Context: an optimization exercise on an open-source flow, tuned for small area. The choices shown serve that exercise and are no tape-out recipe. In this exercise RTL edits were held to simulation tests only and were not proved equivalent to the original. No activity file was given, so power comes from the tool's default toggle rates.

==> build 19 <==
## dds_demod
module dds_demod (
    input  logic               clk,
    input  logic               rst,
    input  logic               en,
    input  logic [3:0]         mode,
    input  logic               sym_start,
    input  logic               sample_valid,
    input  logic signed [11:0] wave,
    input  logic signed [11:0] ref_sin,
    input  logic signed [11:0] ref_cos,
    output logic [1:0]         data_out,
    output logic               data_valid,
    output logic               mode_err
);
    localparam logic [31:0] KLOAD = 32'b10011100000001100100000000000000;
    logic              active_reg, done_reg, pv_reg, pe_reg, dv_reg, me_reg;
    logic [8:0]        cnt_reg;      
    logic [1:0]        mq_reg;       
    logic [1:0]        dec_reg, dout_reg;
    logic [31:0]      ci_acc, cq_acc, ci_sum, cq_sum;
    logic              start, step, take, ntake, clr, last;
    logic [11:0]       wg, nref_cos, nref_sin;
    logic [5:0]        bnone, bntwo, bneg, bnneg, bnegx;
    logic [1:0]        mcls;
    logic              s_i, s_q, big_i, big_q, ask_t, ask_ne0, ask_nu0, ask_c28, ask, nclr;
  ...
Settings: LEC_CHECK=0, CAP_MARGIN=0, CORE_MARGIN=2, CORE_UTILIZATION=65, CTS_BUF_LIST=sky130_fd_sc_hd__clkbuf_8, GPL_TIMING_DRIVEN=0, SLEW_MARGIN=0, SYNTH_HIERARCHICAL=1, SYNTH_MINIMUM_KEEP_SIZE=0; clock period 10.0 ns.
standard.sh (not shown) runs the stock make flow with config.mk's settings and CLKGATE_MAP_FILE= SYNTH_SCRIPT=/design/flow/synth_recipe.tcl, a recipe that flattens the netlist after the stock synthesis.
==> flow/flow/run.sh <==
#!/bin/bash
# Standard layout (standard.sh), with two changes passed to ORFS through its
# environment: the port buffers use a small buffer cell, and clock tree
# synthesis adds no dummy loads.
set -e
export BUFFER_PORTS_ARGS="-buffer_cell sky130_fd_sc_hd__buf_2"
export CTS_ARGS="-sink_clustering_enable -repair_clock_nets -root_buf sky130_fd_sc_hd__clkbuf_8 -buf_list sky130_fd_sc_hd__clkbuf_4 -dont_use_dummy_load"
bash standard.sh > standard.log 2>&1
==> inputs of trial 80, as changes to build 19 <==
==> flow/flow/run.sh (replaced) <==
#!/bin/bash
# Standard layout (standard.sh), with two changes passed to ORFS through its
# environment: the port buffers use a small buffer cell, and clock tree
# synthesis adds no dummy loads.
set -e
export BUFFER_PORTS_ARGS="-buffer_cell sky130_fd_sc_hd__buf_2"
export CTS_ARGS="-sink_clustering_enable -repair_clock_nets -buf_list sky130_fd_sc_hd__clkbuf_8 -dont_use_dummy_load"
bash standard.sh > standard.log 2>&1
==> inputs of build 4, as changes to build 19 <==
==> flow/flow/run.sh (replaced) <==
#!/bin/bash
# Standard layout (standard.sh), with two changes passed to ORFS through its
# environment: the port buffers use a small buffer cell, and clock tree
# synthesis adds no dummy loads.
set -e
export BUFFER_PORTS_ARGS="-buffer_cell sky130_fd_sc_hd__buf_2"
export CTS_ARGS="-sink_clustering_enable -repair_clock_nets -buf_list sky130_fd_sc_hd__clkbuf_8 -dont_use_dummy_load -sink_clustering_size 40 -sink_clustering_max_diameter 120"
bash standard.sh > standard.log 2>&1
==> run summary <==
In clock skew, build 19 and trial 80 do not differ.
In clock power, build 19 and trial 80 hardly differ.
In core utilization, build 19 and build 4 do not differ.
In critical path depth, build 4 and build 19 do not differ.
Clock-buffer cell count is the same in build 4 and trial 80.
In worst setup slack, build 19 and trial 80 do not differ.
Synthesized cell count is the same in trial 80 and build 4.

========
==> v5: inputs <==
Another version of the RTL of dds_demod (not shown whole).
// dds_demod
module dds_demod (
    input  logic               clk,
    input  logic               rst,
    input  logic               en,
    input  logic [3:0]         mode,
    input  logic               sym_start,
    input  logic               sample_valid,
    input  logic signed [11:0] wave,
    input  logic signed [11:0] ref_sin,
    input  logic signed [11:0] ref_cos,
    output logic [1:0]         data_out,
    output logic               data_valid,
    output logic               mode_err
);
Settings: LEC_CHECK=0, CAP_MARGIN=0, CORE_MARGIN=2, CORE_UTILIZATION=65, CTS_BUF_LIST=sky130_fd_sc_hd__clkbuf_8, GPL_TIMING_DRIVEN=0, SLEW_MARGIN=0, SYNTH_HIERARCHICAL=1, SYNTH_MINIMUM_KEEP_SIZE=0; clock period 10.0 ns.
run.sh (not shown) runs the stock make flow with config.mk's settings and CLKGATE_MAP_FILE= SYNTH_SCRIPT=/design/flow/synth_recipe.tcl, a recipe that flattens the netlist after the stock synthesis.
Stock flow here: none of the scripts above is used.
==> v38: changes against v5 <==
CTS_BUF_LIST = sky130_fd_sc_hd__clkbuf_16   (was sky130_fd_sc_hd__clkbuf_8)
CTS_CLUSTER_DIAMETER = 150   (was not set)
CTS_CLUSTER_SIZE = 45   (was not set)
==> flow_metrics.tcl <==
set metrics [dict create \
    outcome "no timing/DRC/antenna violations" \
    final-nonclk-buf-share_pct 6.14 \
    crit_family "adder cells" \
    wl_met1_um 11500 \
    n_fill_cell 1172 \
    cts_resized 27 \
    wl_um 27900 \
    clockPowerShare_pct 10.0 \
    cp.arrival_ns 9.77 \
    worst-path-max-fanout 12 \
    grtUsageMet1_pct 44.9 \
    grtUsageMet2_pct 53.8 \
    seq_share_pct 15.4 \
    drtIter0Drc 776 \
    clkSlewWorstSetupHoldPaths_ns 0.08 \
    antenna_found_initial 1 \
]
[end of results for v38]
==> flow_metrics.tcl <==
set metrics [dict create \
    nWellTaps 216 \
    seq_share_pct 15.6 \
    worst-path-max-fanout 52 \
    grtUsageMet2_pct 52.5 \
    cp.arrival_ns 9.83 \
    num_rows 46 \
    cts_resized 24 \
    final-nonclk-buf-share_pct 6.04 \
    n_fill_cell 1201 \
    cts_tree "built" \
    antenna_found_initial 0 \
    crit_family "simple AND/OR/NAND/NOR gates" \
    wl_um 27300 \
    wl_met1_um 11200 \
    clkSlewWorstSetupHoldPaths_ns 0.10 \
    grtUsageMet1_pct 45.0 \
    n_clock_buffer 9 \
    outcome "no timing/DRC/antenna violations" \
]
[end of results for v5]

-- what the ideal ports hide --
How much do the figures lean on ideal ports? The routed layouts below were timed once more, with nothing changed but the port constraints. Step 1 sets driving cells, clkbuf_16 on the clock port and buf_2 on the other inputs (assumed; they add their load-dependent delay and slew). Step 2, shift: input delay + t, output delay - t, t = (earliest + latest rising clock arrival at the registers) / 2. This alone moves slack from input paths to output paths. a / b / c = no drivers / after step 1 / after step 2; a / b = the first two.
run	t, ns	slack for setup (ns)	worst setup path after step 2	latest minus earliest clock arrival (ns)
build 19	0.410	0.575 / 0.594 / 0.184	input to register	0.023 / 0.024
trial 80	0.410	0.575 / 0.594 / 0.184	input to register	0.023 / 0.024
build 4	0.410	0.575 / 0.594 / 0.184	input to register	0.023 / 0.024
v5	0.434	0.506 / 0.525 / 0.091	input to register	0.013 / 0.014
v38	0.407	0.527 / 0.549 / 0.142	input to register	0.012 / 0.011
After both steps every run listed still meets setup and hold. For v5, which loses most, drivers alone change the setup slack by +0.019 ns; drivers and shift together by -0.415 ns.
